From an optimization exercise on the open Yosys and OpenROAD flow, aimed at small area, a short achievable clock period and few clock cycles; shortcuts taken in it are not production practice.
Only simulation tests tie the RTL to the original design; equivalence was not proved.

Setup of old:
==> flow/design.v (excerpt) <==
module ellipse_generator (
  input  logic        clk,
  input  logic        reset,
  input  logic        enable,
  input  logic        run,
  input  logic        ena_pause,
  input  logic [1:0]  quadrant,
  input  logic [11:0] xc,
  input  logic [11:0] yc,
  input  logic [11:0] xr,
  input  logic [11:0] yr,
  output logic        busy,
  output logic        pixel_data_rdy,
  output logic        ellipse_complete,
  output logic [11:0] x_coord,
  output logic [11:0] y_coord
);
Size: about 26000 um^2 of cells after synthesis.
==> flow/config.mk <==
export PLATFORM = sky130hd
export DESIGN_NAME = ellipse_generator
export DESIGN_NICKNAME = ellipse_generator
export VERILOG_FILES = /design/flow/design.v
export SDC_FILE = /design/flow/constraint.sdc
export NUM_CORES = 4
export LEC_CHECK = 0
export ABC_AREA = 1
export CAP_MARGIN = 20
export CORE_MARGIN = 2
export CORE_UTILIZATION = 65
export SETUP_SLACK_MARGIN = 3.5
export SLEW_MARGIN = 20
==> flow/constraint.sdc <==
create_clock -name core_clock -period 8.5 [get_ports {clk}]
set_input_delay 1.7000 -clock core_clock [delete_from_list [all_inputs] [get_ports {clk}]]
set_output_delay 1.7000 -clock core_clock [all_outputs]
set_load 0.01 [all_outputs]
run.sh (not shown) runs the stock make flow with config.mk's settings and CLKGATE_MAP_FILE= SYNTH_SCRIPT=/design/flow/synth_recipe.tcl, a recipe that flattens the netlist after the stock synthesis.
Testbench counts of old, summed over its fixed seeds: cycles 112,045.
Relative to old, the following input files were edited for new:
-- flow/config.mk --
<<< old, line 8
export ABC_AREA = 1
>>> new, line 8
<<< old, line 11
export CORE_UTILIZATION = 65
export SETUP_SLACK_MARGIN = 3.5
>>> new, line 10
export CORE_UTILIZATION = 55
--- outcome ---
Floorplan check, new vs old: die outline larger in new. A topmost layer with routed signal wires of met5 is what new shows, while met4 belongs to old. Delta (new minus old): end-of-flow core utilization -14 points, synthesized cell count fell 261.

* * *

Setup of main:
Starting RTL as in the previous note.
## ellipse_generator
module ellipse_generator (
  input  logic        clk,
  input  logic        reset,
  input  logic        enable,
  input  logic        run,
  input  logic        ena_pause,
  input  logic [1:0]  quadrant,
  input  logic [11:0] xc,
  input  logic [11:0] yc,
  input  logic [11:0] xr,
  input  logic [11:0] yr,
  output logic        busy,
  output logic        pixel_data_rdy,
  output logic        ellipse_complete,
  output logic [11:0] x_coord,
  output logic [11:0] y_coord
);
Settings: LEC_CHECK=0, ABC_AREA=1, CAP_MARGIN=20, CORE_MARGIN=2, CORE_UTILIZATION=70, SETUP_SLACK_MARGIN=4.0, SLEW_MARGIN=20; clock period 8.5 ns.
main completed end to end with timing, DRC and antenna clean.
Testbench counts of main, summed over its fixed seeds: cycles 112,045.
Relative to main, the following input files were edited for the feature branch:
- CORE_UTILIZATION now 55, was 70
- ABC_AREA no longer set, was 1
- SETUP_SLACK_MARGIN now 3.0, was 4.0
--- outcome ---
The feature branch: done, clean on timing, DRC and antenna. Final period demand of the worst path on the feature branch is behind main. Against main, width of the die in the feature branch rose by more than 10%. main → the feature branch: utilization fell 22 points; wire length on met1 rose about 17%; die height rose 15%. Against main as the reference, the feature branch delivers a lower global-route wire length before repair.

* * *

ellipse_generator again, from the RTL that the note above started with.
make LEC_CHECK=0 ABC_AREA=1 CAP_MARGIN=20 CORE_MARGIN=2 CORE_UTILIZATION=65 SETUP_SLACK_MARGIN=3.0 SLEW_MARGIN=20 finish   # period 8.5 ns
Testbench counts at the start, summed over its fixed seeds: cycles 112,045.
Next try:
--- a/flow/config.mk
+++ b/flow/config.mk
@@ -10,4 +10,4 @@
 export CORE_MARGIN = 2
-export CORE_UTILIZATION = 65
-export SETUP_SLACK_MARGIN = 3.0
+export CORE_UTILIZATION = 62
+export SETUP_SLACK_MARGIN = 4.25
 export SLEW_MARGIN = 20
Cell area climbs by about a fifth.
Setup slack gains 0.75 ns.
Utilization climbs by 6.4 points.
Routed wire length climbs by about a fifth.

-- afterwards: timing with drivers on the ports --
The flow's constraints put no driver on any port. The routed layouts listed below were extracted and timed again, unchanged, in two steps. Step 1 assumes that a clkbuf_16 drives the clock port and a buf_2 every other input. Step 2, shift: input delay + t, output delay - t, t = (earliest + latest rising clock arrival at the registers) / 2. This alone moves slack from input paths to output paths. a / b / c = no drivers / after step 1 / after step 2; a / b = the first two.
| run | t, ns | slack for setup (ns) | worst hold slack (ns) |
|---|---|---|---|
| old | 0.632 | 3.567 / 3.567 / 3.063 | 0.542 / 0.542 / 0.542 |
| new | 0.641 | 1.969 / 2.007 / 1.366 | 0.550 / 0.550 / 0.550 |
| main | 0.646 | 3.872 / 3.872 / 3.281 | 0.531 / 0.531 / 0.531 |
| the feature branch | 0.636 | 3.078 / 3.077 / 2.573 | 0.561 / 0.561 / 0.561 |
| the first run of note 3 | 0.633 | 3.169 / 3.196 / 2.574 | 0.530 / 0.530 / 0.530 |
| the second run of note 3 | 0.655 | 3.915 / 3.915 / 3.414 | 0.517 / 0.517 / 0.517 |
After both steps every run listed still meets setup and hold. The setup slack of new, which loses most, moves by +0.038 ns with the drivers and by -0.603 ns with both steps.
